What follows belongs to an exercise in optimizing a design on an open flow for small area, a short achievable clock period and few clock cycles per item; a production flow would make more cautious choices. Only simulation tests tie the RTL to the original design; equivalence was not proved.

==> flow/design.v (outline; a module is shown in full before it is edited, if it fits) <==
// module srgbxyz_fa: 11 lines
// module srgbxyz_ha: 10 lines
// module srgb_to_xyz_pixel_converter: 1901 lines
module srgb_to_xyz_pixel_converter
(
    input  logic   clk,
    input  logic   rst_n,
    input  logic   pix_valid,
    output logic   pix_stall,
    input  srgbxyz_pkg::pixel_t pix,
    output logic   xyz_valid,
    input  logic   xyz_stall,
    output srgbxyz_pkg::xyz_t   xyz
);
  // ...
==> flow/flow/run.sh <==
#!/bin/bash
set -euo pipefail
export SETUP_SLACK_MARGIN=5.5
bash standard.sh > standard.log 2>&1
==> flow/standard.sh <==
#!/bin/bash
# synth_recipe.tcl (not shown) runs the flow's synth.tcl, then flattens the netlist and writes it again
# the make line also repeats each setting of config.mk as NAME=value (left out here)
make -C /OpenROAD-flow-scripts/flow DESIGN_CONFIG=/design/flow/config.mk WORK_HOME=/design/flow/orfs CLKGATE_MAP_FILE= SYNTH_SCRIPT=/design/flow/synth_recipe.tcl "${@:-finish}"
==> flow/config.mk <==
export PLATFORM = sky130hd
export DESIGN_NAME = srgb_to_xyz_pixel_converter
export DESIGN_NICKNAME = srgb_to_xyz_pixel_converter
export VERILOG_FILES = /design/flow/design.v
export SDC_FILE = /design/flow/constraint.sdc
export NUM_CORES = 4
export LEC_CHECK = 0
export CAP_MARGIN = 20
export CORE_MARGIN = 2
export CORE_UTILIZATION = 40
export SLEW_MARGIN = 20
export SYNTH_HIERARCHICAL = 1
export TNS_END_PERCENT = 100
==> flow/constraint.sdc <==
create_clock -name core_clock -period 9.0 [get_ports {clk}]
set_input_delay 1.8000 -clock core_clock [delete_from_list [all_inputs] [get_ports {clk}]]
set_output_delay 1.8000 -clock core_clock [all_outputs]
set_load 0.01 [all_outputs]
==> results_dict.tcl, run 1 <==
set metrics [dict create \
    biggestCellCategory "multi-input combinational cells" \
    fin_tns_setup_ps 0 \
    ys_warn_count 7 \
    synth_area_leader_cell "fa_1" \
    largest_register_ffs 45 \
    yosys.area_share.simple_pct 9.30 \
    rrSetupSlack_ps 5510 \
    design_area_sq_um 49800 \
    multi_input_area_share_pct 61.6 \
    busiest_layer "met2" \
    ys_seq_area_share_pct 27.2 \
    root_buffer "clkbuf_16" \
    inv_count 306 \
    grt_use_met1_pct 36.1 \
    worst-path-max-fanout 24 \
    routed_wl_microns 149000 \
    fin_util_pct 45.1 \
    critPathRequiredTime_ps 9320 \
    worst-path-stages 11 \
    synthesis.nets 5000 \
    wl_met3_microns 16500 \
    path_delay_family "simple AND/OR/NAND/NOR gates" \
    arrival_ps 3810 \
    worstHoldPathCells 1 \
    cts.repair.resized 47 \
    outcome "no timing/DRC/antenna violations" \
    hold_ws_ps 459 \
    ys_top_cells_by_count "fa_1 (791), edfxtp_1 (399), nor2_1 (303)" \
    antenna_found_initial 0 \
    ant_nets 0 \
    synth_edf_count 399 \
    dpl.hpwl_microns 102000 \
    first_iter_violations 5224 \
    synth_top_family_by_area "adder cells" \
]
Testbench counts, summed over its fixed seeds: cycles 32,032, items 32,000.
==> run 2: changes to the inputs <==
==> flow/flow/run.sh (replaced) <==
#!/bin/bash
set -euo pipefail
export SETUP_SLACK_MARGIN=5.7
bash standard.sh > standard.log 2>&1
==> results_dict.tcl, run 2 <==
set metrics [dict create \
    slew_viol_final 0 \
    drive_gt1_share_pct 17.0 \
    clock-sinks 404 \
    ys_top_cells_by_count "fa_1 (791), edfxtp_1 (399), nor2_1 (303)" \
    gp_congestion 1.02 \
    crit_start "cc1_q[14]" \
    post-synth-top-count-cell "fa_1" \
    rrSetupSlack_ps 5490 \
    core_area_sq_um 111000 \
    synthArstFlopShare_pct 1.24 \
    holdPathEnd "v3" \
    netlist_area_sq_um 44500 \
    dieHeight_microns 338 \
    drc 0 \
    wire_per_inst_microns 27.5 \
    outcome "no timing/DRC/antenna violations" \
    timing.rr.start "cc1_q[14]" \
    cts_buffers 49 \
    slew_headroom_pct 17.5 \
    yosys-top-cells-area "fa_1 (36%), edfxtp_1 (27%), ha_1 (6.5%)" \
    ant_nets 0 \
    post-route-min-period_ps 3510 \
    arrival_ps 3900 \
    area_growth_pct 16.6 \
    dr_total_vias 35200 \
    ys_seq_area_share_pct 27.2 \
    critPathRequiredTime_ps 9390 \
    finalCritPeriodShare_pct 39.0 \
    numPortBuffers 74 \
    first_iter_violations 4844 \
    design_area_sq_um 51900 \
    placementRows 122 \
    hp-start "v2" \
    skew_ps 34.6 \
    hold_ws_ps 491 \
    fin_util_pct 47.0 \
    finalHoldViolCount 0 \
    grt_use_total_pct 27.5 \
    synth_cell_types 93 \
    place_inst 5391 \
    synth_edf_count 399 \
    synthesis.nets 5000 \
    final_cell_mix "fa_1 (696), edfxtp_1 (399), nor2_1 (296)" \
    ys_warn_count 7 \
    final_common_cell "fa_1" \
    viasPerCell 6.17 \
    yosys.area.top_type_share_pct 35.6 \
    clkTransAtPathRegs_ps 60 \
    grt_pass1_wl_microns 233000 \
    ios 75 \
    nNetsFinal 5222 \
    startpoint_type "flip-flop" \
    first_pass_iters 7 \
    first_global_vias 35900 \
    nFillCells 10200 \
    pre_cts_slack_ps 4890 \
    dpl_cell_area_sq_um 47300 \
    critical_path.endpoint_type "flip-flop" \
    worstHoldPathCells 1 \
    dieArea_sq_um 114000 \
    syn_avg_cell_area_sq_um 11.3 \
    synthCells 3950 \
    finalNonFillerCells 5698 \
    rr_worst_depth 12 \
    clock_latency_ps 630 \
    synth_ff_type "edfxtp_1" \
    die_w_microns 338 \
    setup_ws_ps 5490 \
    htree_levels 2 \
    n_antenna_cell 0 \
    routed_wl_microns 157000 \
    start_util_pct 40.3 \
    grt_max_degree 86 \
    fmax_mhz 285 \
    hold_class "reg2reg" \
    r2r-end "xyz_reg[25]" \
    overflow 0 \
    root_buffer "clkbuf_16" \
    antenna_found_initial 2 \
    fin_tns_setup_ps 0 \
    largest_register_ffs 45 \
    setup_viol 0 \
    ys_ff_latch 404 \
    drv_cap 0 \
    path_class "reg2reg" \
    dpl.hpwl_microns 105000 \
    rsz0062_at_grt "true" \
    tightest_slew_ps 1240 \
    worst-path-max-fanout 3 \
    synth_area_leader_cell "fa_1" \
    cts_tree "built" \
    cts_buffer_depth 3 \
]
run 2: cell counts after synthesis:
No cell type changed its count.
run 2: final cells by class:
cell class                 instances  area (sq um)  share of cell area, %
timing repair inverter             2          10.0                 0.0193
sequential                       404         12100                   23.3
multi-input combinational       3011         31100                   60.0
tap                             1488          1860                   3.59
clock buffer                      63          1310                   2.52
inverter                         306          1280                   2.46
timing repair buffer             398          3880                   7.48
clock inverter                    26           332                  0.639
run 2: critical path, stage by stage, from the launching register on:
cell and delay [ps]:
edfxtp_1 410, fa_1 600, inv_2 50, ha_4 150, or3_1 390, o221a_2 280
o21bai_1 220, nor3_4 100, a211oi_2 240, nor2_1 90, o21a_1 200, fa_2 510
inv_1 40
run 2: layer usage:
metal,up-vias,GRT usage (%),wire length (microns)
met2,2445,41.6,68900
met3,570,6.17,17100
met4,4,12.3,8920
li1,14500,-,-
met5,-,0,24
met1,17600,37.9,61600
run 2: worst max path at each step:
stage	endpoint	slack, ps
finish	xyz_reg[25]	5490
global route	xyz_reg[25]	5330
CTS	xyz_reg[25]	5430
detailed placement	cb0_q[0]	4890
global placement	cb0_q[0]	4920
floorplan	pix_s[0]	3300
run 2: timing repair:
action,in CTS,in global routing
cloned,2,4
gates resized for setup,205,186
pin swaps,21,37
setup buffers,95,117
endpoints found under the setup margin,495,101
hold buffers,0,0
run 2: logic make-up after synthesis:
group / share of synthesized area, %
adder cells (fa/ha/maj): 42.2
buffers and inverters: 4.68
flip-flops: 27.2
AND/OR/NAND/NOR: 9.30
multiplexers: 1.12
AO/OA/AOI/OAI: 14.8
XOR/XNOR: 0.747
run 2: Yosys stat by module, one instance, submodules excluded:
module                       flops+latches  cell area (sq um)  copies in the design  cells
srgb_to_xyz_pixel_converter            404              28000                     1   3099
srgbxyz_ha                               0               12.5                    66      1
srgbxyz_fa                               0               20.0                   785      1
==> run 3: changes to the inputs <==
==> flow/flow/run.sh (replaced) <==
#!/bin/bash
set -euo pipefail
export SETUP_SLACK_MARGIN=5.5
bash standard.sh > standard.log 2>&1
--- a/flow/config.mk
+++ b/flow/config.mk
@@ -8,5 +8,5 @@
 export CAP_MARGIN = 20
 export CORE_MARGIN = 2
-export CORE_UTILIZATION = 40
+export CORE_UTILIZATION = 60
 export SLEW_MARGIN = 20
 export SYNTH_HIERARCHICAL = 1
==> results_dict.tcl, run 3 <==
set metrics [dict create \
    start_util_pct 60.8 \
    cpPeakStageDelay_ps 610 \
    hold_ws_ps 475 \
    outcome "no timing/DRC/antenna violations" \
    rsz0062_at_grt "true" \
    multi_input_area_sq_um 30600 \
    grt_pass1_wl_microns 239000 \
    area_growth_pct 10.5 \
    dpl.hpwl_microns 108000 \
    post-synth-top-count-cell "fa_1" \
    finalHoldViolCount 0 \
    core_area_sq_um 73200 \
    dieArea_sq_um 76400 \
    fmax_mhz 268 \
    synth_cell_types 93 \
    gp_congestion 1.03 \
    yosys-top-cells-area "fa_1 (36%), edfxtp_1 (27%), ha_1 (6.5%)" \
    clock_latency_ps 640 \
    ys_seq_area_share_pct 27.2 \
    arrival_ps 4080 \
    numPortBuffers 74 \
    viasPerCell 7.28 \
    crit_top_cell "inv_2" \
    syn_avg_cell_area_sq_um 11.3 \
    final_cell_mix "fa_1 (782), edfxtp_1 (399), nor2_1 (300)" \
    synth_top_family_by_area "adder cells" \
    slew_headroom_pct 24.3 \
    final_common_cell "fa_1" \
    critical_path.endpoint_type "flip-flop" \
    worst-path-max-fanout 2 \
    first_pass_iters 10 \
    first_global_vias 38100 \
    netlist_area_sq_um 44500 \
    skew_ps 48.0 \
    root_buffer "clkbuf_16" \
    ff_latch_area_sq_um 12100 \
    worstPathCellList "fa_1 -> inv_2 -> ha_4 -> or4_4 -> nor3_2 -> nand2_1 -> a21oi_2 -> nor3_4 -> a211oi_2 -> nor2_2 -> o21a_1 -> fa_2 -> inv_2" \
    yosys-mux-area-fraction_pct 1.12 \
    nNetsFinal 5094 \
    synth-compound-area-share_pct 14.8 \
    grt_max_degree 192 \
    synth_fa_ha_area_share_pct 42.2 \
    synthCells 3950 \
    finalCritPeriodShare_pct 41.4 \
    ys_warn_count 7 \
    drv_cap 0 \
    path_class "reg2reg" \
    dr_total_vias 36700 \
    antenna_found_initial 2 \
    first_iter_violations 5589 \
    drc 0 \
    die_w_microns 276 \
    drive_gt1_share_pct 10.6 \
    ys_ff_latch 404 \
    slew_viol_final 0 \
    overflow 0 \
    critPathRequiredTime_ps 9350 \
    ys_top_cells_by_count "fa_1 (791), edfxtp_1 (399), nor2_1 (303)" \
    grt_use_total_pct 41.8 \
    cp_slowest_cell "fa_1" \
    ant_nets 0 \
    cts_buffers 49 \
    synth_ff_type "edfxtp_1" \
    ios 75 \
    synth_area_leader_cell "fa_1" \
    startpoint_type "flip-flop" \
    placementRows 99 \
    yosys.area.top_type_share_pct 35.6 \
    cts_buffer_depth 3 \
    synth_xor_area_share_pct 0.747 \
    nFillCells 5168 \
    htree_levels 2 \
    dieHeight_microns 276 \
    routed_wl_microns 162000 \
    largest_register_ffs 45 \
    rrSetupSlack_ps 5270 \
    wire_per_inst_microns 32.1 \
    post-route-min-period_ps 3730 \
    synthArstFlopShare_pct 1.24 \
    fin_tns_setup_ps 0 \
    synthesis.nets 5000 \
    cts_tree "built" \
    hold_class "reg2reg" \
    clock-sinks 404 \
    clkTransAtPathRegs_ps 60 \
    yosys.area_share.simple_pct 9.30 \
    tightest_slew_ps 1130 \
    synth_edf_count 399 \
    setup_viol 0 \
]
-- run 3: cell counts after synthesis --
Identical to the previous run, type by type.
-- run 3: timing repair --
action,in CTS,in global routing
endpoints found under the setup margin,135,297
gates resized for setup,50,80
setup buffers,51,42
pin swaps,10,14
gates cloned,0,2
hold buffers,0,0
-- run 3: worst paths after layout --
kind,cells past startpoint,endpoint,from
max,13,xyz_reg[25],ca1_q[21]
min,1,v3,v2
max reg2reg,13,xyz_reg[25],ca1_q[21]
min reg2reg,1,v3,v2
max in group asynchronous,1,v2,rst_n
min in group asynchronous,1,v3,rst_n
-- run 3: logic make-up (layout without fill, tap and decap cells) --
group,count (synthesis),after routing
DFF,404,404
AOI/OAI and AO/OA,1011,1011
and+or+nand+nor,892,893
other,0,3
muxes,40,40
adders and majority gates,1029,1029
buffers and inverters,536,667
xor gates and xnor gates,38,38
-- run 3: worst max-delay path: cells and delay by family, from the launching register on --
family,cells,cell delay [ps]
fa+ha+maj,3,1320
simple gates,5,930
compound gates,3,720
flops,1,410
buf+inv,2,90
-- run 3: final cells by class --
cell class	count	share of cell area (%)
antenna	3	0.0153
clock buffer	62	2.59
clock inverter	27	0.465
inverter	306	2.55
multi-input combinational	3011	62.3
sequential	404	24.6
tap	959	2.44
timing repair buffer	272	5.07
-- run 3: metrics by stage --
step                      area (sq um)  instances  utilization, %  worst slack (ps)
final                            49200       5044            67.2              5270
after global routing             49200       5042            67.2              5220
after CTS                        48500       4997            66.2              5400
after detailed placement         46400       4857            63.4              4200
after global placement           46400       4857            63.4              4300
after floorplan                  44600       3950               -              3300
-- run 3: routing by layer --
| metal | part of all wire, % | track usage (%) | wire, microns | vias up |
|---|---|---|---|---|
| met4 | 8.4 | 26.8 | 13600 | 0 |
| met3 | 13 | 11.6 | 21400 | 975 |
| met1 | 33 | 51.5 | 53700 | 18000 |
| met5 | 0 | 0 | 0 | - |
| met2 | 45 | 65.5 | 73100 | 3494 |
| li1 | - | - | - | 14300 |
-- run 3: Yosys stat by module (local to each module, per instance) --
module	cells inside	flip-flops and latches	area [sq um]	copies in the design
srgbxyz_fa	1	0	20.0	785
srgb_to_xyz_pixel_converter	3099	404	28000	1
srgbxyz_ha	1	0	12.5	66

[afterwards: timing with drivers on the ports]
The results above use ideal ports. As a check the final layouts listed here were re-extracted and re-timed, cells and wires unchanged. Step 1 assumes that a clkbuf_16 drives the clock port and a buf_2 every other input. Step 2 times the ports against the registers' clock, not the clock port: input delays grow and output delays shrink by t, the midpoint of the rising clock arrivals with the driver on. Slacks: no drivers / after step 1 / after step 2; pairs: no drivers / after step 1.
| run | shift t [ns] | setup slack, ns | hold slack, ns | worst setup path after step 2 | clock arrival spread, ns |
|---|---|---|---|---|---|
| run 1 | 0.704 | 5.506 / 5.443 / 4.981 | 0.459 / 0.459 / 0.459 | input to register | 0.034 / 0.033 |
| run 2 | 0.689 | 5.493 / 5.493 / 5.125 | 0.491 / 0.491 / 0.491 | input to register | 0.038 / 0.038 |
| run 3 | 0.677 | 5.272 / 5.272 / 4.968 | 0.475 / 0.475 / 0.475 | input to register | 0.053 / 0.053 |
After both steps every run listed still meets setup and hold. The setup slack of run 1, which loses most, moves by -0.063 ns with the drivers and by -0.525 ns with both steps.
